This design comes from an exercise in tuning for small area, a short achievable clock period and few clock cycles per item on the open sky130 flow, not from production work. Only simulation tests tie the RTL to the original design; equivalence was not proved. Power and IR drop assume default switching activity.

==> design.v <==
package mips_pkg;
   localparam logic [5:0] op_rtype = 6'h00;
   localparam logic [5:0] op_addiu = 6'h09;
   localparam logic [5:0] op_andi  = 6'h0c;
   localparam logic [5:0] op_ori   = 6'h0d;
   localparam logic [5:0] op_xori  = 6'h0e;
   localparam logic [5:0] op_lw    = 6'h23;
   localparam logic [5:0] op_sw    = 6'h2b;
   localparam logic [5:0] fn_sll  = 6'h00;
   localparam logic [5:0] fn_srl  = 6'h02;
   localparam logic [5:0] fn_sra  = 6'h03;
   localparam logic [5:0] fn_add  = 6'h20;
   localparam logic [5:0] fn_addu = 6'h21;
   localparam logic [5:0] fn_sub  = 6'h22;
   localparam logic [5:0] fn_subu = 6'h23;
   localparam logic [5:0] fn_and  = 6'h24;
   localparam logic [5:0] fn_or   = 6'h25;
   localparam logic [5:0] fn_xor  = 6'h26;
endpackage
`timescale 1ns/10ps
module alu (
   input  logic [31:0] a,
   input  logic [31:0] b,
   input  logic        cin,
   input  logic [4:0]  shamt,
   input  logic [6:0]  sel,     
   output logic [31:0] result
);
   logic [32:0] sum;
   logic [31:0] sra_r;
   assign sum   = {a, 1'b1} + {b, cin};
   assign sra_r = $signed(b) >>> shamt;
   assign result = ({32{sel[0]}} & sum[32:1]) |
                   ({32{sel[1]}} & (a & b)) |
                   ({32{sel[2]}} & (a | b)) |
                   ({32{sel[3]}} & (a ^ b)) |
                   ({32{sel[4]}} & (b << shamt)) |
                   ({32{sel[5]}} & (b >> shamt)) |
                   ({32{sel[6]}} & sra_r);
endmodule
`timescale 1ns/10ps
module regfile (
   input  logic        clk,
   input  logic [31:1] rs_sel,
   input  logic [31:1] rt_sel,
   input  logic [31:1] wen,
   input  logic [31:0] wdata,
   output logic [31:0] rs_data,
   output logic [31:0] rt_data
);
   logic [31:0] regs [1:31];
   always_ff @(posedge clk) begin
      for (int i = 1; i < 32; i++)
         if (wen[i])
            regs[i] <= wdata;
   end
   always_comb begin
      rs_data = '0;
      rt_data = '0;
      for (int i = 1; i < 32; i++) begin
         rs_data = rs_data | ({32{rs_sel[i]}} & regs[i]);
         rt_data = rt_data | ({32{rt_sel[i]}} & regs[i]);
      end
   end
endmodule
`timescale 1ns/10ps
module mips_core #(
   parameter logic [31:0] text_start = 32'h0040_0000
) (
   input  logic        clk,
   input  logic        rst_b,
   output logic [29:0] imem_addr,
   input  logic [31:0] imem_data,
   output logic [29:0] dmem_addr,
   output logic [31:0] dmem_wdata,
   output logic        dmem_we,
   input  logic [31:0] dmem_rdata,
   output logic        halted
);
   logic [29:0] pc;
   logic        run;       
   logic [31:1] valid;     
   logic [5:0]  op, fn;
   logic [4:0]  rs, rt, rd;
   logic        is_r;
   logic        f_add, f_sub, f_and, f_or, f_xor, f_sll, f_srl, f_sra;
   logic        i_addiu, i_andi, i_ori, i_xori, i_lw, i_sw;
   logic        legal, stop_f;
   logic [31:1] rs_dec, rt_dec;
   assign imem_addr = pc;
   assign op = imem_data[31:26];
   assign rs = imem_data[25:21];
   assign rt = imem_data[20:16];
   assign rd = imem_data[15:11];
   assign fn = imem_data[5:0];
   assign is_r    = (op == mips_pkg::op_rtype);
   assign f_add   = is_r && (fn == mips_pkg::fn_add || fn == mips_pkg::fn_addu);
   assign f_sub   = is_r && (fn == mips_pkg::fn_sub || fn == mips_pkg::fn_subu);
   assign f_and   = is_r && (fn == mips_pkg::fn_and);
   assign f_or    = is_r && (fn == mips_pkg::fn_or);
   assign f_xor   = is_r && (fn == mips_pkg::fn_xor);
   assign f_sll   = is_r && (fn == mips_pkg::fn_sll);
   assign f_srl   = is_r && (fn == mips_pkg::fn_srl);
   assign f_sra   = is_r && (fn == mips_pkg::fn_sra);
   assign i_addiu = (op == mips_pkg::op_addiu);
   assign i_andi  = (op == mips_pkg::op_andi);
   assign i_ori   = (op == mips_pkg::op_ori);
   assign i_xori  = (op == mips_pkg::op_xori);
   assign i_lw    = (op == mips_pkg::op_lw);
   assign i_sw    = (op == mips_pkg::op_sw);
   assign legal  = f_add | f_sub | f_and | f_or | f_xor | f_sll | f_srl | f_sra |
                   i_addiu | i_andi | i_ori | i_xori | i_lw | i_sw;
   assign stop_f = run & ~legal;
   always_comb begin
      for (int i = 1; i < 32; i++) begin
         rs_dec[i] = (rs == i[4:0]) & valid[i];
         rt_dec[i] = (rt == i[4:0]) & valid[i];
      end
   end
   always_ff @(posedge clk or negedge rst_b) begin
      if (!rst_b) begin
         pc  <= text_start[31:2];
         run <= 1'b1;
      end else begin
         pc <= pc + 30'd1;
         if (!legal)
            run <= 1'b0;
      end
   end
   logic [31:1] r_rs_sel, r_rt_sel;
   logic [15:0] r_imm;
   logic        r_imm_hi;    
   logic        r_use_imm;
   logic        r_sub;
   logic [4:0]  r_shamt;
   logic [6:0]  r_alu;
   logic [4:0]  r_dest;
   logic        r_we, r_ld, r_st, r_stop;
   always_ff @(posedge clk or negedge rst_b) begin
      if (!rst_b) begin
         r_we   <= 1'b0;
         r_st   <= 1'b0;
         r_stop <= 1'b0;
      end else begin
         r_we   <= run & legal & ~i_sw;
         r_st   <= run & i_sw;
         r_stop <= stop_f;
      end
   end
   always_ff @(posedge clk) begin
      r_rs_sel  <= rs_dec;
      r_rt_sel  <= rt_dec;
      r_imm     <= imem_data[15:0];
      r_imm_hi  <= imem_data[15] & (i_addiu | i_lw | i_sw);
      r_use_imm <= ~is_r;
      r_sub     <= f_sub;
      r_shamt   <= imem_data[10:6];
      r_alu     <= {f_sra, f_srl, f_sll, f_xor | i_xori, f_or | i_ori, f_and | i_andi,
                    f_add | f_sub | i_addiu | i_lw | i_sw};
      r_dest    <= is_r ? rd : rt;
      r_ld      <= i_lw;
   end
   logic [31:0] rs_data, rt_data;
   logic [31:1] m_wen;
   logic [31:0] m_wdata;
   regfile u_regfile (
      .clk     (clk),
      .rs_sel  (r_rs_sel),
      .rt_sel  (r_rt_sel),
      .wen     (m_wen),
      .wdata   (m_wdata),
      .rs_data (rs_data),
      .rt_data (rt_data)
   );
   logic [31:0] e_a, e_b, e_sd;
   logic        e_cin;
   logic [4:0]  e_shamt;
   logic [6:0]  e_alu;
   logic [4:0]  e_dest;
   logic        e_we, e_ld, e_st, e_stop;
   always_ff @(posedge clk or negedge rst_b) begin
      if (!rst_b) begin
         e_we   <= 1'b0;
         e_st   <= 1'b0;
         e_stop <= 1'b0;
      end else begin
         e_we   <= r_we;
         e_st   <= r_st;
         e_stop <= r_stop;
      end
   end
   always_ff @(posedge clk) begin
      e_a     <= rs_data;
      e_b     <= r_use_imm ? {{16{r_imm_hi}}, r_imm} : (rt_data ^ {32{r_sub}});
      e_sd    <= rt_data;
      e_cin   <= r_sub;
      e_shamt <= r_shamt;
      e_alu   <= r_alu;
      e_dest  <= r_dest;
      e_ld    <= r_ld;
   end
   logic [31:0] e_res;
   alu u_alu (
      .a      (e_a),
      .b      (e_b),
      .cin    (e_cin),
      .shamt  (e_shamt),
      .sel    (e_alu),
      .result (e_res)
   );
   logic [31:1] e_wdec;
   always_comb begin
      for (int i = 1; i < 32; i++)
         e_wdec[i] = e_we & (e_dest == i[4:0]);
   end
   always_ff @(posedge clk or negedge rst_b) begin
      if (!rst_b)
         valid <= '0;
      else
         valid <= valid | e_wdec;
   end
   logic [31:0] m_res, m_sd;
   logic [4:0]  m_dest;
   logic        m_we, m_ld, m_st;
   always_ff @(posedge clk or negedge rst_b) begin
      if (!rst_b) begin
         m_we   <= 1'b0;
         m_st   <= 1'b0;
         halted <= 1'b0;
      end else begin
         m_we <= e_we;
         m_st <= e_st;
         if (e_stop)
            halted <= 1'b1;
      end
   end
   always_ff @(posedge clk) begin
      m_res  <= e_res;
      m_sd   <= e_sd;
      m_dest <= e_dest;
      m_ld   <= e_ld;
   end
   assign dmem_addr  = m_res[31:2];
   assign dmem_wdata = m_sd;
   assign dmem_we    = m_st;
   assign m_wdata = m_ld ? dmem_rdata : m_res;
   always_comb begin
      for (int i = 1; i < 32; i++)
         m_wen[i] = m_we & (m_dest == i[4:0]);
   end
endmodule
==> run.sh <==
#!/bin/bash
# synth_recipe.tcl (not shown) runs the flow's synth.tcl, then flattens the netlist and writes it again
# the make line also repeats each setting of config.mk as NAME=value (left out here)
make -C /OpenROAD-flow-scripts/flow DESIGN_CONFIG=/design/flow/config.mk WORK_HOME=/design/flow/orfs CLKGATE_MAP_FILE= SYNTH_SCRIPT=/design/flow/synth_recipe.tcl finish
==> config.mk <==
export PLATFORM = sky130hd
export DESIGN_NAME = mips_core
export DESIGN_NICKNAME = mips_core
export VERILOG_FILES = /design/flow/design.v
export SDC_FILE = /design/flow/constraint.sdc
export NUM_CORES = 4
export LEC_CHECK = 0
export CAP_MARGIN = 20
export CORE_MARGIN = 2
export CORE_UTILIZATION = 40
export SLEW_MARGIN = 20
==> constraint.sdc <==
create_clock -name core_clock -period 6.0 [get_ports {clk}]
set_input_delay 1.2000 -clock core_clock [delete_from_list [all_inputs] [get_ports {clk}]]
set_output_delay 1.2000 -clock core_clock [all_outputs]
set_load 0.01 [all_outputs]
==> summary.md <==
| Metric | Value |
|---|---|
| Max-cap violation count | 0 |
| DRC violations left | 0 |
| Final setup vio count | 0 |
| Status | complete, no violations |
| Max Clk Rate | around 280 MHz |
| Initial antenna violation count | 12 |
| Cell-internal power | around 0.015 W |
| Leakage | roughly 21 nW |
| Clock skew | about 0.037 ns |
| Fraction of layout cells with a size suffix above 1 | roughly 12% |
| Clock network fraction of total power | ~45% |
| Total Wirelength | roughly 270000 um |
| Synth Instances | 4209 |
| Die area | approximately 0.15 mm^2 |
| Minimum clock period | ~3.6 ns |
| Hold WC Path Type | reg -> reg |
| Fin util | roughly 46% |
| Routed via count | between 40000 and 50000 |
| GRT Resource Usage Total | 35.64% |
| Unrepaired setup endpoints after global routing | no |
| Type of origin of the critical path | register |
| Post_cts resized | 0 |
| Die Y | 382.4 um |
| WP data arrival | 4.31 ns |
| Detail Placement HPWL | around 150000 um |
| Net Count, Synth | roughly 4300 |
| Placeable Area | 0.1418 mm^2 |
| Sw Pwr | 0.003983 W |
| DR WL/cell | approximately 43 um |
| Asr flop ratio synth | 5.291% |
| Nets@finish | around 4400 |
| CP peak stage delay | just under 0.9 ns |
| Setup CP Type | reg -> reg |
| Post-synth top area share | between 50% and 60% |
| Clock sink count | about 1300 |
| Biggest area consumer among synthesized cells | edfxtp_1 |
| Fraction of the cycle the final worst path needs | approximately three fifths |
| Worst-skew pair later-pin latency | between 0.7 and 0.8 ns |
| CP cell instances | buf_4 -> mux4_2 -> mux4_2 -> nor2_1 -> a211oi_1 -> or4_1 -> a211o_1 |
| Logic pwr share | between 2 and 2.5% |
| H-tree levels | 4 |
| CP top delay family | multiplexers |
| Fin cells | approximately 6300 |
| Post-CTS Setup Repair Bufs | 0 |
| CTS max path bufs | 3 |
| Initial core utilization | approximately 40% |
| Number of synthesized flops with an enable pin | between 900 and 1000 |
| Sequential share of the synthesized area | around two thirds |
| Die width | ~380 um |
| CTS tree | built |
| WP data required | 6.67 ns |
| Final TNS setup | 0 ns |
| Post-synth top cells | edfxtp_1 (992), a22oi_1 (639), dfxtp_1 (279), nand3_1 (235), clkbuf_1 (223) |
| Vias in the first global route | between 40000 and 50000 |
| Sw Ratio | approximately a fifth |
| First-pass GRT wire length | roughly 360000 um |
| Largest net degree at the start of global routing | 72 |
| Buf/Inv on CP | 1 |
| Post-CTS Hold Buffers | 0 |
| Vias per cell | about 7.5 |
| Netlist cell types | 81 |
| Top-count cell post-synth | edfxtp_1 |
| Main synth FF type | edfxtp_1 |
| DRT Pass-1 Iters | 13 |
| PortBufs | 159 |
| Mapped Area | about 0.057 mm^2 |
| Clk slew on worst S/H paths | ~0.07 ns |
| Congestion Overflow GR | 0 |
| Placement Rows | roughly 140 |
| Cts bufs inserted | roughly 140 |
| R2R Setup Slk | 2.36 ns |
| Worst vdd ir | 216.0 uV |
| Part of the power in registers | a little over half |
| Worst Tran Pin Value | between 1 and 1.5 ns |
| Starting DRT DRC Count | between 10000 and 15000 |
| Area delta synth->final | 14.47% |
| I/O pin count | 160 |
| Root Buffer | clkbuf_16 |
| Relative slew slack | around 14% |
| Placed Cells | slightly above 6000 |
| Syn avg cell area | 13.61 um^2 |
| Final antenna-violating net count | 0 |
| Pwr/cell area | slightly below 300 mW/mm^2 |
| Critical Path Fanout Max | 40 |
| FF+latch count, synth | between 1000 and 1500 |
| Synth area leaders | edfxtp_1 (52%), dfxtp_1 (9.8%), a22oi_1 (8.4%), dfrtp_1 (3.0%), mux4_2 (2.5%) |
| Max Slew Vio Count | 0 |
| Yosys warns | 3 |
| Final RePlAce weighted congestion | roughly 0.98 |
| Critical path's slowest cell | dfxtp_2 |
| Most used cell, CP | mux4_2 |
| Worst setup EP type | register |
| Number of hold violations in the final report | 0 |
==> state kept, by name, indices dropped and copies added, names as in the netlist, 4 cells and up <==
signal and cells:
m_dest 5, r_rs_sel 31, pc 30, r_shamt 4
u_regfile.regs 992, m_res 32, e_b 32, r_dest 5
e_sd 32, valid 31, r_imm 12, e_alu 7
e_shamt 5, e_dest 5, r_rt_sel 31, r_alu 7
e_a 32, m_sd 32
==> worst register-to-register path: cells and delay by family, from the launching register on <==
kind	cells	cell delay (ns)
AO/OA/AOI/OAI	2	0.31
buffers and inverters	1	0.64
flip-flops	1	0.88
multiplexers	2	1.05
AND/OR/NAND/NOR	2	0.67
==> stage by stage <==
stage	power [W]	hold WS (ns)	setup slack, ns	instance area (um^2)
floorplan	0.01039	0.3096	3.285	57270
global placement	0.01058	0.3118	2.462	61010
detailed placement	0.01058	0.3120	2.451	61090
CTS	0.01896	0.3258	2.433	65510
global route	0.01935	0.3286	2.263	65540
finish	0.01895	0.3220	2.364	65550
==> final timing paths <==
kind	from	end	cells past startpoint
worst max-delay path	e_shamt[1]	m_res[30]	7
worst min-delay path	r_alu[0]	e_alu[0]	0
worst max register to register	e_shamt[1]	m_res[30]	7
worst min register to register	r_alu[0]	e_alu[0]	0
max in group asynchronous	rst_b	halted	1
min in group asynchronous	rst_b	valid[29]	1
==> routing by layer <==
metal / track usage [%] / part of all wire, %
met1: 44.56 / 34
met2: 49.23 / 40
met4: 20.92 / 7.8
met3: 17.84 / 18
met5: 0.4960 / 0.077
==> power groups by stage <==
| stage | registers (W) | clock network, W | logic [W] |
|---|---|---|---|
| 6_report | 0.00996 | 0.00856 | 0.000432 |
| 2_1_floorplan | 0.0101 | 0 | 0.000265 |
| 3_5_place_dp | 0.0102 | 0 | 0.000421 |
| 4_1_cts | 0.00996 | 0.00857 | 0.000423 |
| 5_1_grt | 0.00996 | 0.00892 | 0.000458 |
| 3_3_place_gp | 0.0102 | 0 | 0.000423 |
==> kinds of logic (layout without fill, tap and decap cells) <==
logic type	Yosys count	after routing	synth area share [%]
AOI/OAI and AO/OA	1326	1326	17.72
xor gates and xnor gates	77	77	1.178
adders and majority gates	66	66	1.455
buffers and inverters	407	613	2.960
DFF	1342	1342	64.88
muxes	158	158	4.267
other	0	7	0
and+or+nand+nor	833	833	7.540
==> area by class of cell <==
cell class,instances,area (um^2)
tap,1890,2365
clock inverter,58,550.5
clock buffer,192,3874
timing repair buffer,268,2472
sequential,1342,37270
multi-input combinational,2460,18650
fill,12390,76210
inverter,95,356.6
antenna,7,17.52
==> layout by cell type (no fill, tap or decap), types with 118 or more instances in the layout <==
master           count
nand3_1            235
a22o_1             134
dfxtp_1            211
clkdlybuf4s50_1    158
nor2_1             118
nand2_1            130
clkbuf_16          142
a221oi_1           143
a22oi_1            639
edfxtp_1           992
Testbench counts, summed over its fixed seeds: cycles 36,531, instructions 35,891.

==> port drivers added, routing unchanged <==
The flow's constraints put no driver on any port. The routed layout listed below was extracted and timed again, unchanged, in two steps. Step 1 sets driving cells, clkbuf_16 on the clock port and buf_2 on the other inputs (assumed; they add their load-dependent delay and slew). Step 2 moves the port delays by t, midway between the first and last clock arrival at a register: inputs arrive t later, outputs are due t later. That takes back most of the time a late clock gives input paths. Slacks: no drivers / after step 1 / after step 2; pairs: no drivers / after step 1.
t, ns: 0.851
setup slack, ns: 2.364 / 2.364 / 2.364
cell pins on the clock port's net: 1
After both steps this run still meets setup and hold. The setup slack of this run moves by 0.000 ns with the drivers and by 0.000 ns with both steps.
